Source: an optimization exercise on an open RTL-to-GDS flow (aim: small area, a short achievable clock period and few clock cycles). Production flows keep margins and buffers that such runs may drop. RTL that was checked went through simulation tests only; none was proved equivalent to the original. No functional check of the RTL was part of runs 2 and 3. Power and IR drop assume default switching activity.

==> design/flow/design.v <==
module mdu_lzc64 (
  input  logic [63:0] t,
  output logic [6:0]  n     
);
  logic [31:0]      z1;
  logic [31:0]      c1;
  logic [15:0]      z2;
  logic [15:0][1:0] c2;
  logic [7:0]       z3;
  logic [7:0][2:0]  c3;
  logic [3:0]       z4;
  logic [3:0][3:0]  c4;
  logic [1:0]       z5;
  logic [1:0][4:0]  c5;
  always_comb begin
    for (int i = 0; i < 32; i++) begin
      z1[i] = ~t[2*i+1] & ~t[2*i];
      c1[i] = ~t[2*i+1];
    end
    for (int i = 0; i < 16; i++) begin
      z2[i] = z1[2*i+1] & z1[2*i];
      c2[i] = z1[2*i+1] ? {1'b1, c1[2*i]} : {1'b0, c1[2*i+1]};
    end
    for (int i = 0; i < 8; i++) begin
      z3[i] = z2[2*i+1] & z2[2*i];
      c3[i] = z2[2*i+1] ? {1'b1, c2[2*i]} : {1'b0, c2[2*i+1]};
    end
    for (int i = 0; i < 4; i++) begin
      z4[i] = z3[2*i+1] & z3[2*i];
      c4[i] = z3[2*i+1] ? {1'b1, c3[2*i]} : {1'b0, c3[2*i+1]};
    end
    for (int i = 0; i < 2; i++) begin
      z5[i] = z4[2*i+1] & z4[2*i];
      c5[i] = z4[2*i+1] ? {1'b1, c4[2*i]} : {1'b0, c4[2*i+1]};
    end
    if (z5[1] & z5[0]) n = 7'd64;
    else               n = z5[1] ? {2'b01, c5[0]} : {2'b00, c5[1]};
  end
endmodule
module mdu_iter #(
  parameter int XLEN = 64
) (
  input  logic            clk,
  input  logic            resetn,
  input  logic            in_valid,
  output logic            in_ready,
  input  logic [2:0]      op,
  input  logic            is_word,
  input  logic [XLEN-1:0] a,
  input  logic [XLEN-1:0] b,
  input  logic            flush,
  output logic            out_valid,
  input  logic            out_ready,
  output logic [XLEN-1:0] result
);
  localparam logic [1:0] M_MUL = 2'd0, M_DIV = 2'd1, M_FIN = 2'd2, M_NDIV = 2'd3;
  logic        c_valid, c_mul, c_word, c_hi, c_rem, c_sa, c_sb, c_nega, c_bz;
  logic [63:0] ca, cb;
  logic [6:0]  c_la, c_lb;
  logic        c_prep, p_swap, p_nar;    
  logic [6:0]  p_kk;
  logic [5:0]  p_cnt;
  logic         e_busy;
  logic [1:0]   e_mode;
  logic [5:0]   e_cnt;
  logic         e_word, e_hi, e_rem, e_neg;
  logic [127:0] acc;
  logic [67:0]  mq;
  logic [64:0]  xr;
  logic [16:0]  dm1;                    
  logic [18:0]  dm3;                    
  logic         b_one, b_two, b_neg;    
  logic         h_one, h_two, h_neg;    
  logic        accept;
  logic        i_mul, i_sgna, i_sgnb, i_sa, i_sb;
  logic [63:0] xa, xb;
  logic [6:0]  i_la, i_lb;
  always_comb begin
    i_mul  = ~op[2];
    i_sgna = i_mul ? (op[1:0] != 2'd3) : ~op[0];
    i_sgnb = i_mul ? ~op[1] : ~op[0];
    if (is_word) begin
      i_sgna = i_mul | ~op[0];
      i_sgnb = i_mul | ~op[0];
    end
    xa   = is_word ? {{32{i_sgna & a[31]}}, a[31:0]} : a;
    xb   = is_word ? {{32{i_sgnb & b[31]}}, b[31:0]} : b;
    i_sa = i_sgna & xa[63];
    i_sb = i_sgnb & xb[63];
  end
  mdu_lzc64 u_lza (.t(xa ^ {64{i_sa}}), .n(i_la));
  mdu_lzc64 u_lzb (.t(xb ^ {64{i_sb}}), .n(i_lb));
  logic        c_negcyc, c_ready;
  logic [63:0] na;
  assign c_negcyc = c_valid & ~c_prep;
  assign c_ready  = c_valid & c_prep;
  assign na       = -ca;
  logic        nar;
  logic [5:0]  n2;
  logic [6:0]  lm, dsh, kk;
  logic [7:0]  dd;
  logic [5:0]  mj, m16;
  logic        swap;
  logic [63:0] rin, rot, mhi;
  always_comb begin
    swap = (c_la > c_lb);           
    lm   = swap ? c_la : c_lb;
    mj   = 6'((7'd64 - lm) >> 1);   
    m16  = (mj + 6'd2) >> 1;        
    dd   = {1'b0, c_lb} - {7'd0, c_lb[6]} - {1'b0, c_la} + {7'd0, c_sa} + 8'd1;
    dsh  = (dd[7] || dd == 8'd0) ? 7'd1 : dd[6:0];
    nar  = ({1'b0, c_lb} - {7'd0, c_lb[6]} >= 8'd48);
    n2   = 6'((dsh + 7'd1) >> 1);
    kk   = c_mul ? (7'd68 - {m16[4:0], 2'b00}) : nar ? (7'd64 - {n2, 1'b0}) : (7'd64 - dsh);
    rin  = (c_mul && !p_swap) ? cb : ca;
    rot  = rin;
    for (int i = 0; i < 6; i++)
      if (p_kk[i]) rot = (rot << (1 << i)) | (rot >> (64 - (1 << i)));
    for (int i = 0; i < 64; i++)
      mhi[i] = ~p_kk[6] & (7'(i) >= p_kk);
    dmld  = c_sb ? 17'(-cb[16:0]) : cb[16:0];
    mq_ld = {(p_kk == 7'd0) ? {4{p_swap ? c_sa : c_sb}} : rot[3:0], rot & mhi};
  end
  logic         last, step, r_free, consume, finish;
  logic [67:0]  mq_ld;
  logic [67:0]  sel0, sel1, pp0, pp1;
  logic [73:0]  wa, wb, wc, cs_s, cs_c, sum;
  logic [74:0]  sum_c;
  logic [67:0]  dsum;
  logic [69:0]  dsum_c;
  logic         qbit;
  logic [55:0]  up, up_i, up_d, up_n;
  logic [127:0] acc_mul;
  logic [63:0]  rem_n, quo_n, res_raw, res_w;
  logic [17:0]  nw;
  logic [19:0]  ns1, ns2, ns3;
  logic [1:0]   nq;
  logic [15:0]  nr;
  logic [16:0]  dmld;
  always_comb begin
    sel0 = b_one ? {{3{xr[64]}}, xr} : b_two ? {{2{xr[64]}}, xr, 1'b0} : 68'd0;
    pp0  = b_neg ? ~sel0 : sel0;
    sel1 = h_one ? {{3{xr[64]}}, xr} : h_two ? {{2{xr[64]}}, xr, 1'b0} : 68'd0;
    pp1  = h_neg ? ~sel1 : sel1;
    wa   = {2'b00, acc[67:0], 1'b0, h_neg, 1'b0, b_neg};
    wb   = {{4{pp1[67]}}, pp1, 2'b00};
    wc   = {{6{pp0[67]}}, pp0};
    cs_s = wa ^ wb ^ wc;
    cs_c = ((wa & wb) | (wa & wc) | (wb & wc)) << 1;
    sum_c = {1'b0, cs_s} + {1'b0, cs_c};
    sum   = sum_c[73:0];
    dsum_c = {1'b0, (e_mode == M_DIV) ? {3'b000, acc[63:0], mq[63]} : 68'd0, 1'b1} +
             {1'b0, pp0, b_neg};
    dsum   = dsum_c[68:1];
    up   = acc[123:68];
    up_i = up + 56'd1;
    up_d = up - 56'd1;
    up_n = sum[73] ? up_d : sum[72] ? up_i : up;
    acc_mul = {up_n, sum[71:0]};
    qbit  = ~dsum[67];
    rem_n = qbit ? dsum[63:0] : {acc[62:0], mq[63]};
    quo_n = {mq[62:0], qbit};
    nw  = {acc[15:0], mq[63:62]};
    ns1 = 20'(({2'b00, nw, 1'b1} + {~{3'b000, dm1}, 1'b1}) >> 1);
    ns2 = 20'(({2'b00, nw, 1'b1} + {~{2'b00, dm1, 1'b0}, 1'b1}) >> 1);
    ns3 = 20'(({2'b00, nw, 1'b1} + {~{1'b0, dm3}, 1'b1}) >> 1);
    if (!ns3[19]) begin
      nq = 2'd3; nr = ns3[15:0];
    end else if (!ns2[19]) begin
      nq = 2'd2; nr = ns2[15:0];
    end else if (!ns1[19]) begin
      nq = 2'd1; nr = ns1[15:0];
    end else begin
      nq = 2'd0; nr = nw[15:0];
    end
    if (e_mode == M_NDIV) begin
      rem_n = {48'd0, nr};
      quo_n = {mq[61:0], nq};
    end
    case (e_mode)
      M_MUL:   res_raw = e_hi ? acc_mul[127:64] : acc_mul[63:0];
      M_NDIV,
      M_DIV:   res_raw = e_rem ? rem_n : quo_n;
      default: res_raw = dsum[63:0];
    endcase
    res_w = e_word ? {{32{res_raw[31]}}, res_raw[31:0]} : res_raw;
  end
  function automatic logic [2:0] booth(input logic [2:0] t);
    booth = {t[1] ^ t[0], (t == 3'b100) | (t == 3'b011), t[2] & ~(t[1] & t[0])};
  endfunction
  logic div_neg;
  assign div_neg = ((e_mode == M_DIV) | (e_mode == M_NDIV)) & e_neg;
  assign last    = e_busy & (e_cnt == 6'd0) & ~div_neg;
  assign step    = e_busy & ~last;
  assign r_free  = ~out_valid | out_ready;
  assign finish  = last & r_free;
  assign consume = c_ready & (~e_busy | finish);
  assign accept  = in_valid & in_ready;
  logic c_valid_d, c_ready_d, e_busy_d, last_d, out_valid_d;
  always_comb begin
    c_valid_d = accept | (c_valid & ~consume);
    c_ready_d = ~accept & c_valid & ~consume;
    e_busy_d  = consume | (e_busy & ~finish);
    last_d    = ~consume & e_busy & ~finish &
                (last | ((e_cnt == 6'd1) & ~div_neg) | ((e_cnt == 6'd0) & div_neg));
    out_valid_d = finish | (out_valid & ~out_ready);
  end
  always_ff @(posedge clk or negedge resetn) begin
    if (!resetn) begin
      c_prep    <= 1'b0;
      c_valid   <= 1'b0;
      e_busy    <= 1'b0;
      out_valid <= 1'b0;
      in_ready  <= 1'b1;
    end else if (flush) begin
      c_prep    <= 1'b0;
      c_valid   <= 1'b0;
      e_busy    <= 1'b0;
      out_valid <= 1'b0;
      in_ready  <= 1'b1;
    end else begin
      c_valid   <= c_valid_d;
      e_busy    <= e_busy_d;
      out_valid <= out_valid_d;
      in_ready  <= ~c_valid_d | (c_ready_d & (~e_busy_d | (last_d & ~out_valid_d)));
      if (accept)        c_prep <= 1'b0;
      else if (c_valid)  c_prep <= 1'b1;
    end
  end
  always_ff @(posedge clk) begin
    if (accept) begin
      ca     <= xa;
      cb     <= xb;
      c_la   <= i_la;
      c_lb   <= i_lb;
      c_mul  <= i_mul;
      c_word <= is_word;
      c_hi   <= ~is_word & (op[1:0] != 2'd0);
      c_rem  <= op[1];
      c_sa   <= i_sa;
      c_sb   <= i_sb;
      c_nega <= ~i_mul & i_sa;
      c_bz   <= (xb == 64'd0);
    end else if (c_negcyc) begin
      if (c_nega & ~c_bz) ca <= na;
      p_kk   <= kk;
      p_swap <= swap;
      p_cnt  <= c_mul ? (m16 - 6'd1) : nar ? (n2 - 6'd1) : 6'(dsh - 7'd1);
      p_nar  <= nar;
    end
    if (consume) begin
      e_word <= c_word;
      e_hi   <= c_hi;
      e_rem  <= c_rem;
      if (c_mul) begin
        e_mode     <= M_MUL;
        e_cnt      <= p_cnt;
        acc        <= '0;
        mq         <= mq_ld;
        {h_one, h_two, h_neg} <= booth(mq_ld[67:65]);
        {b_one, b_two, b_neg} <= booth(mq_ld[65:63]);
        xr         <= p_swap ? {c_sb, cb} : {c_sa, ca};
        e_neg      <= 1'b0;
      end else if (c_bz) begin
        e_mode     <= M_FIN;
        e_cnt      <= 6'd0;
        xr         <= {1'b0, c_rem ? ca : {64{1'b1}}};
        e_neg      <= 1'b0;
        {b_one, b_two, b_neg} <= 3'b100;
      end else begin
        e_mode     <= p_nar ? M_NDIV : M_DIV;
        dm1        <= dmld;
        dm3        <= {2'b00, dmld} + {1'b0, dmld, 1'b0};
        e_cnt      <= p_cnt;
        acc[63:0]  <= rot & ~mhi;
        mq[63:0]   <= rot & mhi;
        xr         <= {c_sb, cb};
        {b_one, b_two, b_neg} <= {2'b10, ~c_sb};
        e_neg      <= c_rem ? c_sa : (c_sa ^ c_sb);
      end
    end else if (step) begin
      case (e_mode)
        M_MUL: begin
          acc   <= acc_mul;
          mq    <= {mq[63:0], 4'b0000};
          {h_one, h_two, h_neg} <= booth(mq[63:61]);
          {b_one, b_two, b_neg} <= booth(mq[61:59]);
          e_cnt <= e_cnt - 6'd1;
        end
        M_DIV, M_NDIV: begin
          acc[63:0] <= rem_n;
          mq[63:0]  <= quo_n;
          if (e_cnt == 6'd0) begin
            xr     <= {1'b0, e_rem ? rem_n : quo_n};
            e_mode <= M_FIN;
            {b_one, b_two, b_neg} <= 3'b101;
          end else begin
            e_cnt <= e_cnt - 6'd1;
          end
        end
        default: ;
      endcase
    end
    if (finish) result <= res_w;
  end
endmodule
==> design/flow/run.sh <==
#!/bin/bash
# synth_recipe.tcl (not shown) runs the flow's synth.tcl, then flattens the netlist and writes it again
# the make line also repeats each setting of config.mk as NAME=value (left out here)
make -C /OpenROAD-flow-scripts/flow DESIGN_CONFIG=/design/flow/config.mk WORK_HOME=/design/flow/orfs CLKGATE_MAP_FILE= SYNTH_SCRIPT=/design/flow/synth_recipe.tcl finish
==> design/flow/config.mk <==
export PLATFORM = sky130hd
export DESIGN_NAME = mdu_iter
export DESIGN_NICKNAME = mdu_iter
export VERILOG_FILES = /design/flow/design.v
export SDC_FILE = /design/flow/constraint.sdc
export NUM_CORES = 4
export LEC_CHECK = 0
export CAP_MARGIN = 20
export CORE_MARGIN = 2
export CORE_UTILIZATION = 40
export SETUP_SLACK_MARGIN = 4.5
export SLEW_MARGIN = 20
export TNS_END_PERCENT = 5
==> design/flow/constraint.sdc <==
create_clock -name core_clock -period 10.0 [get_ports {clk}]
set_input_delay 2.0000 -clock core_clock [delete_from_list [all_inputs] [get_ports {clk}]]
set_output_delay 2.0000 -clock core_clock [all_outputs]
set_load 0.01 [all_outputs]
==> run summary, run 1 <==
Power and ir drop:
- The static power due to leakage is 25.5 nW.
- Total power for the finished layout comes to 8.61 mW.
- IR analysis of the VDD net gives a maximum drop of 0.151 mV.
- Dividing total power by cell area gives a power density of 130 nW/um^2.

Critical path:
- Walking the worst path, the cells encountered are nor2b_4 > buf_8 > buf_12 > a22oi_1 > xnor2_1 > inv_1 > fa_1 > inv_1 > ha_4 > nand2_2 > nor4_4 > nand2_1 > o2111ai_4 > buf_4 > nor2_2 > o31ai_4 > a21boi_1 > nor3_1 > nor2_1 > xnor2_1 > nand2_1 > a31oi_1.
- The endpoint class of the critical path is a flop.
- The number of buffer and inverter stages on the critical path is 5.
- The worst setup path category is reg2reg.
- The master of the slowest instance on the critical path is sky130_fd_sc_hd__xnor2_1.
- In this design, the stage delay of the slowest critical-path cell is 0.88 ns.
- Grouping stages by cell kind, the critical path spends the most delay in compound AO/OA/AOI/OAI gates.
- STA classifies the critical path startpoint as a flop.
- The endpoint required time on the critical path is 10.53 ns.
- The peak fanout along the critical path is 11.
- The data arrival at the endpoint of the critical path is 6.39 ns.

Placement:
- The post-detailed-placement half-perimeter wirelength is 208,000 um.
- The total of buffers placed on input and output ports is 202.
- Routability-driven placement finished with a final weighted congestion of 1.10.

Die:
- Measured along the y axis, the die boundary spans 379 um.
- The die is 379 um wide.
- The core area is 140,000 um^2.
- In this run the core area contains 137 standard-cell rows.
- The I/O pin total is 203.
- The initial standard-cell utilization of the core is 40.3%.
- The die area is 144,000 um^2.

Clocking:
- After clock tree synthesis, the flow added hold-fix buffers numbering 0.
- The clock tree from TritonCTS is done.
- The largest buffer count on any clock path is 3.
- The number of buffers created by CTS is 72.
- The total number of clock tree sinks is 540.
- Clock tree synthesis selected as its root buffer the cell sky130_fd_sc_hd__clkbuf_16.
- Clock-pin slew was measured on the worst setup and hold paths at 0.06 ns.
- At the later pin of the worst-skew pair, clock insertion delay measures 0.70 ns.
- The H-tree depth is 3.

Logic synthesis:
- The total nets after synthesis is 7,176.
- After synthesis the netlist holds a flip-flop and latch count of 540.
- For this run, the leading register cell type out of synthesis is sky130_fd_sc_hd__edfxtp_1.
- The number of flops mapped to enable cells by yosys is 535.
- The area of the mapped netlist is 56,300 um^2.
- Yosys attributes the largest share of cell area to sky130_fd_sc_hd__edfxtp_1, sky130_fd_sc_hd__mux2i_1, sky130_fd_sc_hd__ha_1, sky130_fd_sc_hd__a21oi_1, sky130_fd_sc_hd__nand2_1.
- The share of Yosys cell area claimed by the top area cell type is 28.5%.
- Yosys printed 2 warnings.
- The post-synthesis async set-or-reset flop share is 0.926%.
- In this run the mean area of a mapped cell was 8.39 um^2.
- By count the netlist is led by sky130_fd_sc_hd__nand2_1, sky130_fd_sc_hd__mux2i_1, sky130_fd_sc_hd__a21oi_1, sky130_fd_sc_hd__edfxtp_1, sky130_fd_sc_hd__nor2_1.
- In the synthesized netlist, the number of instances is 6,713.
- After synthesis, the netlist uses 98 different library cells.
- The library cell occupying the most area in the post-synthesis netlist is sky130_fd_sc_hd__edfxtp_1.
- The sequential fraction of the synthesis area is 28.8%.
- The most frequently used cell type in the post-synthesis netlist is sky130_fd_sc_hd__nand2_1.

Timing:
- The worst-margin pin slew is 1.29 ns.
- The final number of setup-violating endpoints is 0.
- Setup repair after global routing could not meet its margin everywhere.
- The largest clock skew in the final design is 0.0707 ns.
- The minimum clock period after layout is 5.86 ns.
- Setup total negative slack on the finished layout was measured at 0 ns.
- The hold violation count in the final report is 0.
- The portion of the clock cycle consumed by the worst path in the final layout is 58.6%.
- Measured against its own limit, the worst slew margin works out to 13.3%.
- The number of pins with negative max-slew slack in the final report was 0.
- Timing would allow up to 171 MHz.

GRT:
- The first global-routing pass estimated 381,000 um of wire.
- Global routing finished with a remaining overflow of 0.
- Entering global routing, the biggest net connects 157 pins.
- The via count of the first global-routing pass is 53,300.
- The global-route usage over all layers is 36.5%.
- The number of antenna violations at the first check in global routing was 24.

Route:
- The detailed-route via count is 57,500.
- The number of DRC markers after the initial detailed-route iteration is 8,456.
- The number of vias per cell is 6.55.
- The routed length per instance is 30.8 um.
- Wires add up to 270,000 um.
- After detailed routing, the number of remaining DRC violations is 0.
- In this run the remaining antenna-violating nets after routing total 0.
- For this run, the detailed router's first-pass iteration total came to 7.

Layout:
- The layout overhead on the synthesized area is 18.1%.
- The final layout contains 7,296 nets.
- The layout cell share with drive strength beyond 1 is 11.5%.

Min path:
- The min-delay analysis places its worst path in the category reg2reg.

Outcome:
- The run finished with no timing, DRC or antenna violations.

Job:
- The number of violations of the max-capacitance limit is 0.
==> sequential cells by signal, summed over array words and instances (netlist names), 2 cells and up <==
signal  count
acc       124
xr         65
ca         64
cb         64
mq         64
result     64
dm3        19
dm1        16
c_la        7
c_lb        7
p_kk        7
e_cnt       6
p_cnt       6
e_mode      2
==> area by class of cell <==
class                   instances  area [um^2]
diodes                         14         35.0
flip-flops and latches        540        16200
well taps                    1876         2350
repair buffers                485         4740
clock inverters                47          547
multi-input cells            5493        39800
fillers                     13400        73200
inverters                     241          918
clock buffers                  85         1870
==> stage by stage <==
step | hold WS [ns] | setup slack, ns | area, um^2 | utilization, % | instances
floorplan | 0.400 | 3.65 | 56300 | - | 6713
global placement | 0.424 | 2.68 | 59900 | 42.9 | 8447
detailed placement | 0.423 | 2.64 | 60000 | 42.9 | 8448
CTS | 0.438 | 4.33 | 66000 | 47.2 | 8754
global route | 0.452 | 4.14 | 66500 | 47.6 | 8774
finish | 0.438 | 4.14 | 66500 | 47.6 | 8781
==> worst reg2reg max path: stages (launching register included) <==
cell and delay (ns):
sky130_fd_sc_hd__edfxtp_1 0.51, sky130_fd_sc_hd__nor2b_4 0.19, sky130_fd_sc_hd__buf_8 0.17, sky130_fd_sc_hd__buf_12 0.17, sky130_fd_sc_hd__a22oi_1 0.10, sky130_fd_sc_hd__xnor2_1 0.25, sky130_fd_sc_hd__inv_1 0.10, sky130_fd_sc_hd__fa_1 0.50
sky130_fd_sc_hd__inv_1 0.06, sky130_fd_sc_hd__ha_4 0.31, sky130_fd_sc_hd__nand2_2 0.11, sky130_fd_sc_hd__nor4_4 0.31, sky130_fd_sc_hd__nand2_1 0.15, sky130_fd_sc_hd__o2111ai_4 0.37, sky130_fd_sc_hd__buf_4 0.19, sky130_fd_sc_hd__nor2_2 0.07
sky130_fd_sc_hd__o31ai_4 0.44, sky130_fd_sc_hd__a21boi_1 0.24, sky130_fd_sc_hd__nor3_1 0.20, sky130_fd_sc_hd__nor2_1 0.08, sky130_fd_sc_hd__xnor2_1 0.88, sky130_fd_sc_hd__nand2_1 0.12, sky130_fd_sc_hd__a31oi_1 0.19
==> cells in the final DEF, fill, tap and decap left out, types with 170 or more instances in the layout <==
cell type and instances:
sky130_fd_sc_hd__clkdlybuf4s50_1 200, sky130_fd_sc_hd__nor3_1 170, sky130_fd_sc_hd__o21ai_0 417, sky130_fd_sc_hd__nor2_1 514, sky130_fd_sc_hd__xnor2_1 237, sky130_fd_sc_hd__mux2i_1 617, sky130_fd_sc_hd__ha_1 184, sky130_fd_sc_hd__xor2_1 172
sky130_fd_sc_hd__a21oi_1 539, sky130_fd_sc_hd__inv_1 232, sky130_fd_sc_hd__edfxtp_1 535, sky130_fd_sc_hd__buf_4 229, sky130_fd_sc_hd__nand2_1 696
==> kinds of logic (layout without fill, tap and decap cells) <==
kind of cell	count (synthesis)	in the layout	share of synthesized area, %
simple gates	2085	2089	17.3
compound gates	1965	1965	22.2
buf+inv	684	858	4.70
mux	641	641	11.5
flops	540	540	28.8
xor+xnor	470	470	7.33
fa+ha+maj	328	328	8.28
other cells	0	14	0
==> power breakdown <==
part	internal, mW	total, mW	switching [mW]
clock network	1.57	2.72	1.15
logic	1.10	3.13	2.03
registers	2.63	2.77	0.136
total	5.30	8.61	3.32
==> metal layers <==
metal	up-vias	GRT usage [%]	part of all wire [%]
met3	756	11.1	12
met4	26	22.1	7.3
met2	3814	53.3	42
met5	-	0.686	0.14
met1	27700	46.9	39
li1	25200	-	-
==> final timing paths <==
check | start | cells past startpoint | endpoint | slack, ns
setup / recovery | b_one$_DFFE_PP_ | 22 | result[53]$_DFFE_PP_ | 4.14
hold / removal | c_word$_DFFE_PP_ | 0 | e_word$_DFFE_PP_ | 0.44
setup reg to reg | b_one$_DFFE_PP_ | 22 | result[53]$_DFFE_PP_ | 4.14
hold reg to reg | c_word$_DFFE_PP_ | 0 | e_word$_DFFE_PP_ | 0.44
max in group asynchronous | resetn | 1 | in_ready$_DFF_PN1_ | 8.16
min in group asynchronous | resetn | 1 | e_busy$_DFF_PN0_ | 1.55
==> what timing repair did <==
action	CTS	global route
cloned	17	0
setup buffers	157	13
endpoints found under the setup margin	268	216
pin swaps	110	40
gates resized for setup	394	76
endpoints found under the hold margin	0	0
Testbench counts, summed over its fixed seeds: cycles 55,286.
==> inputs of run 2 (changes only) <==
--- a/design/flow/design.v
+++ b/design/flow/design.v
@@ -53,11 +53,11 @@
   input  logic            out_ready,
   output logic [XLEN-1:0] result
 );
-  localparam logic [1:0] M_MUL = 2'd0, M_DIV = 2'd1, M_FIN = 2'd2, M_NDIV = 2'd3;
+  localparam logic [1:0] M_MUL = 2'd0, M_DIV = 2'd1, M_FIN = 2'd2;
   logic        c_valid, c_mul, c_word, c_hi, c_rem, c_sa, c_sb, c_nega, c_bz;
   logic [63:0] ca, cb;
   logic [6:0]  c_la, c_lb;
-  logic        c_prep, p_swap, p_nar;    
+  logic        c_prep, p_swap;       
   logic [6:0]  p_kk;
   logic [5:0]  p_cnt;
   logic         e_busy;
@@ -67,8 +67,6 @@
   logic [127:0] acc;
   logic [67:0]  mq;
   logic [64:0]  xr;
-  logic [16:0]  dm1;                    
-  logic [18:0]  dm3;                    
   logic         b_one, b_two, b_neg;    
   logic         h_one, h_two, h_neg;    
   logic        accept;
@@ -95,8 +93,6 @@
   assign c_negcyc = c_valid & ~c_prep;
   assign c_ready  = c_valid & c_prep;
   assign na       = -ca;
-  logic        nar;
-  logic [5:0]  n2;
   logic [6:0]  lm, dsh, kk;
   logic [7:0]  dd;
   logic [5:0]  mj, m16;
@@ -109,34 +105,24 @@
     m16  = (mj + 6'd2) >> 1;        
     dd   = {1'b0, c_lb} - {7'd0, c_lb[6]} - {1'b0, c_la} + {7'd0, c_sa} + 8'd1;
     dsh  = (dd[7] || dd == 8'd0) ? 7'd1 : dd[6:0];
-    nar  = ({1'b0, c_lb} - {7'd0, c_lb[6]} >= 8'd48);
-    n2   = 6'((dsh + 7'd1) >> 1);
-    kk   = c_mul ? (7'd68 - {m16[4:0], 2'b00}) : nar ? (7'd64 - {n2, 1'b0}) : (7'd64 - dsh);
+    kk   = c_mul ? (7'd68 - {m16[4:0], 2'b00}) : (7'd64 - dsh);
     rin  = (c_mul && !p_swap) ? cb : ca;
     rot  = rin;
     for (int i = 0; i < 6; i++)
       if (p_kk[i]) rot = (rot << (1 << i)) | (rot >> (64 - (1 << i)));
     for (int i = 0; i < 64; i++)
       mhi[i] = ~p_kk[6] & (7'(i) >= p_kk);
-    dmld  = c_sb ? 17'(-cb[16:0]) : cb[16:0];
     mq_ld = {(p_kk == 7'd0) ? {4{p_swap ? c_sa : c_sb}} : rot[3:0], rot & mhi};
   end
   logic         last, step, r_free, consume, finish;
   logic [67:0]  mq_ld;
   logic [67:0]  sel0, sel1, pp0, pp1;
-  logic [73:0]  wa, wb, wc, cs_s, cs_c, sum;
-  logic [74:0]  sum_c;
-  logic [67:0]  dsum;
-  logic [69:0]  dsum_c;
-  logic         qbit;
+  logic [73:0]  wa, wb, wc, cs_s, cs_c, in_a, in_b, sum;
+  logic [75:0]  sum_c;
+  logic         cin, qbit;
   logic [55:0]  up, up_i, up_d, up_n;
   logic [127:0] acc_mul;
   logic [63:0]  rem_n, quo_n, res_raw, res_w;
-  logic [17:0]  nw;
-  logic [19:0]  ns1, ns2, ns3;
-  logic [1:0]   nq;
-  logic [15:0]  nr;
-  logic [16:0]  dmld;
   always_comb begin
     sel0 = b_one ? {{3{xr[64]}}, xr} : b_two ? {{2{xr[64]}}, xr, 1'b0} : 68'd0;
     pp0  = b_neg ? ~sel0 : sel0;
@@ -147,41 +133,25 @@
     wc   = {{6{pp0[67]}}, pp0};
     cs_s = wa ^ wb ^ wc;
     cs_c = ((wa & wb) | (wa & wc) | (wb & wc)) << 1;
-    sum_c = {1'b0, cs_s} + {1'b0, cs_c};
-    sum   = sum_c[73:0];
-    dsum_c = {1'b0, (e_mode == M_DIV) ? {3'b000, acc[63:0], mq[63]} : 68'd0, 1'b1} +
-             {1'b0, pp0, b_neg};
-    dsum   = dsum_c[68:1];
+    case (e_mode)
+      M_MUL: begin in_a = cs_s; in_b = cs_c; cin = 1'b0; end
+      M_DIV: begin in_a = {9'd0, acc[63:0], mq[63]}; in_b = wc; cin = b_neg; end
+      default: begin in_a = 74'd0; in_b = wc; cin = b_neg; end
+    endcase
+    sum_c = {1'b0, in_a, 1'b1} + {1'b0, in_b, cin};
+    sum   = sum_c[74:1];
     up   = acc[123:68];
     up_i = up + 56'd1;
     up_d = up - 56'd1;
     up_n = sum[73] ? up_d : sum[72] ? up_i : up;
     acc_mul = {up_n, sum[71:0]};
-    qbit  = ~dsum[67];
-    rem_n = qbit ? dsum[63:0] : {acc[62:0], mq[63]};
+    qbit  = ~sum[67];
+    rem_n = qbit ? sum[63:0] : {acc[62:0], mq[63]};
     quo_n = {mq[62:0], qbit};
-    nw  = {acc[15:0], mq[63:62]};
-    ns1 = 20'(({2'b00, nw, 1'b1} + {~{3'b000, dm1}, 1'b1}) >> 1);
-    ns2 = 20'(({2'b00, nw, 1'b1} + {~{2'b00, dm1, 1'b0}, 1'b1}) >> 1);
-    ns3 = 20'(({2'b00, nw, 1'b1} + {~{1'b0, dm3}, 1'b1}) >> 1);
-    if (!ns3[19]) begin
-      nq = 2'd3; nr = ns3[15:0];
-    end else if (!ns2[19]) begin
-      nq = 2'd2; nr = ns2[15:0];
-    end else if (!ns1[19]) begin
-      nq = 2'd1; nr = ns1[15:0];
-    end else begin
-      nq = 2'd0; nr = nw[15:0];
-    end
-    if (e_mode == M_NDIV) begin
-      rem_n = {48'd0, nr};
-      quo_n = {mq[61:0], nq};
-    end
     case (e_mode)
       M_MUL:   res_raw = e_hi ? acc_mul[127:64] : acc_mul[63:0];
-      M_NDIV,
       M_DIV:   res_raw = e_rem ? rem_n : quo_n;
-      default: res_raw = dsum[63:0];
+      default: res_raw = sum[63:0];
     endcase
     res_w = e_word ? {{32{res_raw[31]}}, res_raw[31:0]} : res_raw;
   end
@@ -189,7 +159,7 @@
     booth = {t[1] ^ t[0], (t == 3'b100) | (t == 3'b011), t[2] & ~(t[1] & t[0])};
   endfunction
   logic div_neg;
-  assign div_neg = ((e_mode == M_DIV) | (e_mode == M_NDIV)) & e_neg;
+  assign div_neg = (e_mode == M_DIV) & e_neg;
   assign last    = e_busy & (e_cnt == 6'd0) & ~div_neg;
   assign step    = e_busy & ~last;
   assign r_free  = ~out_valid | out_ready;
@@ -245,8 +215,7 @@
       if (c_nega & ~c_bz) ca <= na;
       p_kk   <= kk;
       p_swap <= swap;
-      p_cnt  <= c_mul ? (m16 - 6'd1) : nar ? (n2 - 6'd1) : 6'(dsh - 7'd1);
-      p_nar  <= nar;
+      p_cnt  <= c_mul ? (m16 - 6'd1) : 6'(dsh - 7'd1);
     end
     if (consume) begin
       e_word <= c_word;
@@ -268,9 +237,7 @@
         e_neg      <= 1'b0;
         {b_one, b_two, b_neg} <= 3'b100;
       end else begin
-        e_mode     <= p_nar ? M_NDIV : M_DIV;
-        dm1        <= dmld;
-        dm3        <= {2'b00, dmld} + {1'b0, dmld, 1'b0};
+        e_mode     <= M_DIV;
         e_cnt      <= p_cnt;
         acc[63:0]  <= rot & ~mhi;
         mq[63:0]   <= rot & mhi;
@@ -287,7 +254,7 @@
           {b_one, b_two, b_neg} <= booth(mq[61:59]);
           e_cnt <= e_cnt - 6'd1;
         end
-        M_DIV, M_NDIV: begin
+        M_DIV: begin
           acc[63:0] <= rem_n;
           mq[63:0]  <= quo_n;
           if (e_cnt == 6'd0) begin
==> design/flow/config.mk (replaced) <==
export PLATFORM = sky130hd
export DESIGN_NAME = mdu_iter
export DESIGN_NICKNAME = mdu_iter
export VERILOG_FILES = /design/flow/design.v
export SDC_FILE = /design/flow/constraint.sdc
export NUM_CORES = 4
export LEC_CHECK = 0
export CAP_MARGIN = 30
export CORE_MARGIN = 2
export CORE_UTILIZATION = 40
export SETUP_SLACK_MARGIN = 5
export SLEW_MARGIN = 30
==> run 2 against run 1 <==
  * Still clean
  * Power down 15%
  * Worst setup slack worse by 0.20 ns
  * Clock power fell by 15%
  * Area after synthesis is 14% lower
  * Global-route usage up 0.97 points
  * Hold slack worse by 0.0094 ns
  * Cell count fell by 13%
  * Critical path depth is 3 higher
  * Highest routed layer unchanged
==> run summary, run 2 <==
Outcome:
- The flow ran to the end and the layout has no timing, DRC or antenna violations.

Timing:
- The worst-margin pin slew is 1.20 ns.
- The number of pins with negative max-slew slack in the final report was 0.
- For the final routed database, the setup TNS stands at 0 ns.
- The final number of setup-violating endpoints is 0.
- Setup repair after global routing could not meet its margin everywhere.
- The largest clock skew in the final design is 0.0464 ns.
- The hold violation count in the final report came to 0.
- Static timing analysis puts the maximum clock frequency at 165 MHz.
- The minimum clock period after layout is 6.06 ns.
- The remaining max-slew budget at the tightest pin is 19.6%.
- The slack of the critical path is 3.94 ns.
- The post-route worst hold slack is 0.428 ns.
- The portion of the clock cycle consumed by the worst path in the final layout is 60.6%.

Die:
- The height of the die is 351 um.
- 203 I/O pins were placed.
- The die is 351 um wide.
- The die covers 123,000 um^2.
- After floorplanning, the core was sized to cover 120,000 um^2.
- The initial standard-cell utilization of the core is 40.3%.
- The number of core rows is 127.

Critical path:
- The peak fanout along the critical path is 10.
- The cell seen most often among critical-path stages is sky130_fd_sc_hd__buf_4.
- The startpoint type of the worst setup path is a flop.
- The master of the slowest instance on the critical path is sky130_fd_sc_hd__a222oi_1.
- For this run, the slowest stage of the critical path takes 0.69 ns.
- The endpoint required time on the critical path is 10.39 ns.
- The data arrival at the endpoint of the critical path is 6.45 ns.
- The number of buffer and inverter stages on the critical path is 8.
- The critical path is of the reg2reg type.
- The most critical setup path has its startpoint at b_one$_DFFE_PP_.
- The endpoint class of the critical path is a flop.
- The largest delay contributor family on the critical path is compound AO/OA/AOI/OAI gates.
- The worst register-to-register path begins at b_one$_DFFE_PP_.

Layout:
- The area taken by flip-flops and latches is 15,100 um^2.
- The layout cell share with drive strength beyond 1 is 24.2%.
- Measured on the finished design, the core utilization comes to 54.0%.
- The final standard cell area without fillers is 64,600 um^2.
- The layout overhead on the synthesized area is 34.1%.
- The number of inserted filler cells in the final layout is 10,500.
- The area taken by multi-input logic gates is 37,000 um^2.
- The largest registers in the layout are acc x124, xr x65.
- The number of flip-flops in the largest register is 124.
- The net count reported at finish is 6,323.
- The library cells used most frequently in the layout, excluding fill and tap cells, are sky130_fd_sc_hd__mux2i_1, sky130_fd_sc_hd__nand2_1, sky130_fd_sc_hd__edfxtp_1, sky130_fd_sc_hd__nor2_1, sky130_fd_sc_hd__buf_4.
- Ranked by flip-flop count, first place goes to acc.
- The most common library cell in the layout ignoring fill and taps is sky130_fd_sc_hd__mux2i_1.
- The number of cells in the finished layout apart from fillers is 7,659.

Route:
- In the routed design, unresolved DRC markers number 0.
- After detailed routing, the number of vias per cell comes to 6.65.
- Before antenna repair, the detailed router went through 7 iterations.
- The detailed router put a total of 83,700 um of wire on met1.
- The detailed-route via count is 51,000.
- In the final routed layout, each cell accounts on average for 31.4 um.
- In the detailed route, the total length drawn on met2 is 101,000 um.
- Wires add up to 241,000 um.
- The post-route antenna net violation count is 0.
- The uppermost signal routing layer after detailed routing is met5.
- The sum of met3 wire segment lengths after detailed routing is 29,800 um.
- The number of DRC markers after the initial detailed-route iteration is 7,713.

Clocking:
- The latest clock arrival within the worst-skew pair is 0.74 ns.
- The largest buffer count on any clock path is 3.
- The total number of clock tree sinks is 504.
- The hold buffer count at CTS is 0.
- In this run the number of H-tree levels came out at 2.
- The clock tree from TritonCTS is done.
- Clock tree synthesis inserted a total of 60 buffers.
- The tree is rooted in a sky130_fd_sc_hd__clkbuf_16.
- The clock transition at the registers of the reported paths is 0.06 ns.

GRT:
- Across every metal layer, demand over resource in global routing totals 37.4%.
- The first global-routing pass estimated 336,000 um of wire.
- The total overflow left after global routing is 0.
- The number of antenna violations at the first check in global routing is 10.
- Entering global routing, the biggest net connects 141 pins.
- The via count of the first global-routing pass is 47,600.

Logic synthesis:
- The number of distinct library cells after synthesis is 95.
- The total nets after synthesis is 5,927.
- The most common cell in the synthesized netlist is sky130_fd_sc_hd__mux2i_1.
- The number of flops mapped to enable cells by yosys is 499.
- Sorting the synthesized cells by how often they occur yields sky130_fd_sc_hd__mux2i_1, sky130_fd_sc_hd__nand2_1, sky130_fd_sc_hd__edfxtp_1, sky130_fd_sc_hd__nor2_1, sky130_fd_sc_hd__a21oi_1.
- In the synthesized netlist, the number of instances is 5,602.
- After synthesis the netlist holds a flip-flop and latch count of 504.
- For this run, the number of Yosys warnings is 2.
- The most used flip-flop cell after synthesis is sky130_fd_sc_hd__edfxtp_1.
- Sequential elements use 31.4% of the synthesized area.
- The post-synthesis async set-or-reset flop share is 0.992%.
- In this run the cell area of the synthesized design comes to 48,200 um^2.
- The share of Yosys cell area claimed by the top area cell type is 31.1%.
- The library cell occupying the most area in the post-synthesis netlist is sky130_fd_sc_hd__edfxtp_1.
- A synthesized cell averages 8.60 um^2.
- In the post-synthesis netlist, the biggest area contributors are sky130_fd_sc_hd__edfxtp_1, sky130_fd_sc_hd__mux2i_1, sky130_fd_sc_hd__nand2_1, sky130_fd_sc_hd__a21oi_1, sky130_fd_sc_hd__xnor2_1.

Placement:
- The post-detailed-placement half-perimeter wirelength is 167,000 um.
- The total placed cells including tap cells is 7,080.
- Before CTS, the worst setup slack after placement is 2.68 ns.
- Routability-driven placement finished with a final weighted congestion of 1.05.
- The cell area after placement is 52,000 um^2.
- Port buffering added 202 buffers.

Power and ir drop:
- After layout, the design draws a total of 7.29 mW.
- The peak supply drop is 0.150 mV.
- For this design the static power due to leakage is 23.9 nW.
- Power spread over the standard cell area amounts to 113 nW/um^2.

Min path:
- In this run the most critical hold path is launched from c_hi$_DFFE_PP_.
- The worst hold path belongs to the class reg2reg.

Job:
- The tool flagged a number of max-cap violations equal to 0.
-- run 2: final cells by class --
cell class	count	share of cell area, %
repair buffers	752	12.2
clock inverters	36	0.647
flip-flops and latches	504	23.4
well taps	1612	3.12
diodes	1	0.00387
inverters	145	0.895
clock buffers	74	2.41
multi-input cells	4534	57.4
repair inverters	1	0.00775
-- run 2: worst paths after layout --
| kind | endpoint | slack (ns) | cells past startpoint |
|---|---|---|---|
| worst min register to register | e_hi$_DFFE_PP_ | 0.43 | 0 |
| min in group asynchronous | out_valid$_DFF_PN0_ | 1.53 | 1 |
| max in group asynchronous | in_ready$_DFF_PN1_ | 8.20 | 1 |
| worst max register to register | result[5]$_DFFE_PP_ | 3.94 | 25 |
| worst max-delay path | result[5]$_DFFE_PP_ | 3.94 | 25 |
| worst min-delay path | e_hi$_DFFE_PP_ | 0.43 | 0 |
-- run 2: cells by family after synthesis --
family	share of synthesized area [%]
mux	14.0
compound gates	20.4
buf+inv	4.51
fa+ha+maj	6.02
flops	31.4
simple gates	17.7
xor+xnor	5.90
-- run 2: report_power, final --
part,leakage (nW),internal [mW],switching [mW],total (mW)
clock network,0.956,1.29,1.02,2.31
logic,18.3,0.858,1.56,2.42
registers,4.66,2.43,0.128,2.56
-- run 2: what timing repair did --
item / CTS / global route
buffers inserted: 334 / 92
gates resized for setup: 922 / 340
cloned: 37 / 2
setup endpoints to repair: 415 / 409
pin swaps: 277 / 197
-- run 2: layer usage --
metal | vias up | track usage (%)
li1 | 21800 | -
met1 | 24400 | 44.3
met2 | 3784 | 55.6
met3 | 983 | 10.4
met4 | 10 | 32.9
met5 | - | 0
==> inputs of run 3 (changes only) <==
--- a/design/flow/config.mk
+++ b/design/flow/config.mk
@@ -10,3 +10,4 @@
 export CORE_UTILIZATION = 40
 export SETUP_SLACK_MARGIN = 5
 export SLEW_MARGIN = 30
+export TNS_END_PERCENT = 5
==> run 3 against run 2 <==
  * Still clean on timing, DRC and antenna
  * Register-to-register slack better by 0.08 ns
  * Count of clock-buffer cells in the layout shrank 5
  * Flip-flop and latch count unchanged
  * Sequential power about the same
  * Combinational power down 9.9%
  * Utilization is 5.9 points lower
  * Highest routed layer unchanged
==> run summary, run 3 <==
Critical path:
- Traced cell by cell, the critical path runs through nor2b_4 > buf_12 > buf_12 > buf_16 > a22oi_2 > xnor2_1 > fa_1 > mux2i_1 > nor2_2 > ha_4 > buf_4 > nand4_1 > or3_1 > a2bb2oi_4 > a21oi_2 > or4_4 > a211o_4 > buf_4 > buf_4 > mux2i_1 > a21oi_1 > nor2_1 > a41oi_1.
- The largest delay contributor family on the critical path is compound AO/OA/AOI/OAI gates.
- The endpoint class of the critical path is a flop.
- The data arrival at the endpoint of the critical path is 6.47 ns.
- STA puts the critical path data required time at 10.49 ns.
- The maximum single-stage delay on the critical path is 0.62 ns.
- In this design, the critical path's most frequently occurring cell is sky130_fd_sc_hd__buf_4.
- On the critical path, the stage with the largest delay is an instance of sky130_fd_sc_hd__a21oi_1.
- Together, buffers and inverters on the worst path number 6.
- Of all nets on the critical path, the largest fanout is 8.
- The critical path in this run is classified as reg2reg.
- STA classifies the critical path startpoint as a flop.

Die:
- The total area inside the core boundary comes to 120,000 um^2.
- The initial standard-cell utilization of the core is 40.3%.
- Measured along the x axis, the die boundary spans 351 um.
- The die is 351 um tall.
- The number of core rows is 127.
- The die area is 123,000 um^2.
- In this run the count of I/O pins placed on the die edge is 203.

Logic synthesis:
- The share of Yosys cell area claimed by the top area cell type is 31.1%.
- Counting flops and latches in the post-synthesis netlist gives 504.
- The biggest area contributor in the post-synthesis netlist is sky130_fd_sc_hd__edfxtp_1.
- The number of flops mapped to enable cells by yosys is 499.
- The mapped netlist covers 48,200 um^2.
- The number of nets handed over by synthesis was 5,927.
- The most frequently used flop master after synthesis is sky130_fd_sc_hd__edfxtp_1.
- The yosys synthesis warning count is 2.
- Summing the areas of all compound-gate instances in the mapped netlist gives 20.4% of the synthesized area.
- The share of synthesized cell area in and, or, nand and nor gates is 17.7%.
- Summing the areas of all xor and xnor instances in the mapped netlist gives 5.90% of the synthesized area.
- The average cell area after synthesis is 8.60 um^2.
- sky130_fd_sc_hd__mux2i_1 is the most common cell in the netlist.
- The post-synthesis async set-or-reset flop share is 0.992%.
- The post-synthesis cell count is 5,602.
- Sequential elements use 31.4% of the synthesized area.
- The adder-cell share of the synthesized area is 6.02%.
- By count the netlist is led by sky130_fd_sc_hd__mux2i_1, sky130_fd_sc_hd__nand2_1, sky130_fd_sc_hd__edfxtp_1, sky130_fd_sc_hd__nor2_1, sky130_fd_sc_hd__a21oi_1.
- Sorting the synthesized cells by area gives the leading types as sky130_fd_sc_hd__edfxtp_1, sky130_fd_sc_hd__mux2i_1, sky130_fd_sc_hd__nand2_1, sky130_fd_sc_hd__a21oi_1, sky130_fd_sc_hd__xnor2_1.
- In the synthesized netlist, mux cells make up 14.0% of the area.
- The number of distinct library cells after synthesis is 95.
- The main combinational cell family by area after synthesis is compound AO/OA/AOI/OAI gates.

Power and ir drop:
- The sequential fraction of design power is 36.5%.
- The clock share of power is 32.5%.
- The overall power consumption is 7.03 mW.
- VDD sags by at most 0.143 mV.
- The combinational group share of total power is 31.0%.
- The power density over the cells is 122 nW/um^2.
- The analysis attributes to net switching a power of 2.60 mW.
- For this design the static power due to leakage is 21.3 nW.
- The net switching share of the total power is 37.0%.
- The total internal power is 4.43 mW.

Layout:
- The number of cells in the finished layout apart from fillers is 7,388.
- The layout cell share with drive strength beyond 1 is 12.8%.
- The share of the core filled with cells is 48.1%.
- The largest registers in the layout are acc x124, xr x65.
- The register with the most flip-flops in the layout has 124 of them.
- The top cell types in the final layout, fill and taps aside, are sky130_fd_sc_hd__mux2i_1, sky130_fd_sc_hd__nand2_1, sky130_fd_sc_hd__edfxtp_1, sky130_fd_sc_hd__nor2_1, sky130_fd_sc_hd__a21oi_1.
- The top register by number of flip-flops is acc.
- In the final design database the tool counted 6,045 nets.
- The layout overhead on the synthesized area is 19.4%.
- After routing the design area is 57,500 um^2.
- The library cell used most frequently in the layout, excluding fill and tap cells, is sky130_fd_sc_hd__mux2i_1.

Timing:
- The post-route worst hold slack is 0.419 ns.
- The number of pins with negative max-slew slack in the final report is 0.
- Setup violations remaining at the end of the flow were counted as 0.
- The worst path needs 5.98 ns of the cycle, external delays included.
- The remaining max-slew budget at the tightest pin is 21.1%.
- The worst-margin pin slew is 1.18 ns.
- The largest clock skew in the final design is 0.0635 ns.
- The portion of the clock cycle consumed by the worst path in the final layout is 59.8%.
- The hold violation count in the final report is 0.
- The slack of the critical path is 4.02 ns.
- The top achievable clock speed is 167 MHz.
- Setup repair after global routing could not meet its margin everywhere.
- In the final timing run, aggregate negative setup slack is 0 ns.

Route:
- The detailed-route via count is 47,800.
- The post-route antenna net violation count is 0.
- The number of design rule violations left after detail routing is 0.
- After detailed routing, the total wire length is 236,000 um.
- The routed length per instance is 32.0 um.
- The number of vias per cell is 6.47.
- The number of DRC markers after the initial detailed-route iteration is 6,118.
- Before antenna repair, the detailed router went through 9 iterations.

Clocking:
- The number of buffers created by CTS is 61.
- At the later pin of the worst-skew pair, clock insertion delay measures 0.72 ns.
- TritonCTS built the clock tree.
- The clock transition at the registers of the reported paths is 0.07 ns.
- CTS placed an instance of sky130_fd_sc_hd__clkbuf_16 at the clock tree root.
- The H-tree depth is 2.
- Counting along the longest clock path gives a buffer depth of 3.
- The clock drives 504 sinks.

Placement:
- The total placed cells including tap cells is 7,110.
- Summed over all nets, the half-perimeter wirelength after detailed placement is 179,000 um.
- Timing analysis after detailed placement gives a worst setup slack of 2.03 ns.
- The global placement routability congestion is 1.08.
- Once placement finished, the instance area stood at 51,800 um^2.
- The total of buffers placed on input and output ports is 202.

Min path:
- The class of the tightest hold or removal check is reg2reg.

Outcome:
- The flow ran to the end and the layout has no timing, DRC or antenna violations.

GRT:
- The number of antenna violations at the first check in global routing came to 7.
- The pin count of the biggest net entering global routing is 104.
- The final global-route overflow total is 0.
- The via count of the first global-routing pass came to 44,500.
- Global routing used 36.5% of the available tracks across all layers.
- The first global-routing pass estimated 325,000 um of wire.

Job:
- The number of violations of the max-capacitance limit is 0.
run 3: repair_timing:
action / CTS / global route
resized for setup: 239 / 192
pin swaps: 65 / 105
setup buffers: 81 / 62
hold buffers: 0 / 0
endpoints found under the setup margin: 422 / 465
cloned: 6 / 10
run 3: layout make-up:
class | count | area [um^2]
Fill cell | 11500 | 62100
Multi-Input combinational cell | 4528 | 33000
Clock buffer | 69 | 1560
Inverter | 145 | 554
Tap cell | 1612 | 2020
Timing Repair Buffer | 480 | 4820
Clock inverter | 46 | 413
Sequential cell | 504 | 15100
Antenna cell | 4 | 10.0
run 3: final timing paths:
check / startpoint / endpoint / slack, ns / cells after the start
worst max-delay path: b_one$_DFFE_PP_ / xr[36]$_DFFE_PP_ / 4.02 / 23
worst min-delay path: c_word$_DFFE_PP_ / e_word$_DFFE_PP_ / 0.42 / 0
worst max register to register: b_one$_DFFE_PP_ / xr[36]$_DFFE_PP_ / 4.02 / 23
worst min register to register: c_word$_DFFE_PP_ / e_word$_DFFE_PP_ / 0.42 / 0
max in group asynchronous: resetn / in_ready$_DFF_PN1_ / 8.18 / 1
min in group asynchronous: resetn / e_busy$_DFF_PN0_ / 1.56 / 1
run 3: power groups by stage:
stage	registers [mW]	clock network [mW]	logic, mW
floorplan	2.53	0	1.27
global placement	2.60	0	2.00
detailed placement	2.60	0	2.01
CTS	2.56	2.30	2.06
global route	2.56	2.36	2.28
finish	2.56	2.28	2.18
run 3: logic make-up (layout without fill, tap and decap cells):
| family | Yosys count | after routing |
|---|---|---|
| simple gates | 1820 | 1821 |
| compound gates | 1521 | 1522 |
| mux | 674 | 674 |
| buf+inv | 572 | 740 |
| flops | 504 | 504 |
| xor+xnor | 323 | 323 |
| fa+ha+maj | 188 | 188 |
| other cells | 0 | 4 |
run 3: per-layer routing:
| metal | global-route usage (%) | vias to the layer above | part of all wire, % |
|---|---|---|---|
| met5 | 0 | - | 0.0093 |
| met4 | 24.6 | 4 | 8.5 |
| met3 | 7.34 | 569 | 9.5 |
| met2 | 56.8 | 2707 | 44 |
| met1 | 45.9 | 23400 | 38 |
| li1 | - | 21200 | - |

-- separate check: timing with driven ports --
The results above use ideal ports. As a check the final layouts listed here were re-extracted and re-timed, cells and wires unchanged. Step 1 assumes that a clkbuf_16 drives the clock port and a buf_2 every other input. Step 2 adds t to the input delays and takes it off the output delays; t is the mean of the earliest and latest rising clock arrival at the registers after step 1. Input paths then give back, and output paths get back, about the clock's delay inside the block. a / b / c = ideal / step 1 / step 2; a / b = the first two.
run | t (ns) | setup WS [ns] | worst register clock-pin slew, ns
run 1 | 0.759 | 4.135 / 4.135 / 3.486 | 0.06 / 0.06
run 2 | 0.796 | 3.940 / 3.940 / 3.940 | 0.08 / 0.08
run 3 | 0.771 | 4.016 / 4.016 / 3.477 | 0.07 / 0.07
After both steps setup and hold are still met in every run listed. For run 1, which loses most, drivers alone change the setup slack by 0.000 ns; drivers and shift together by -0.649 ns.
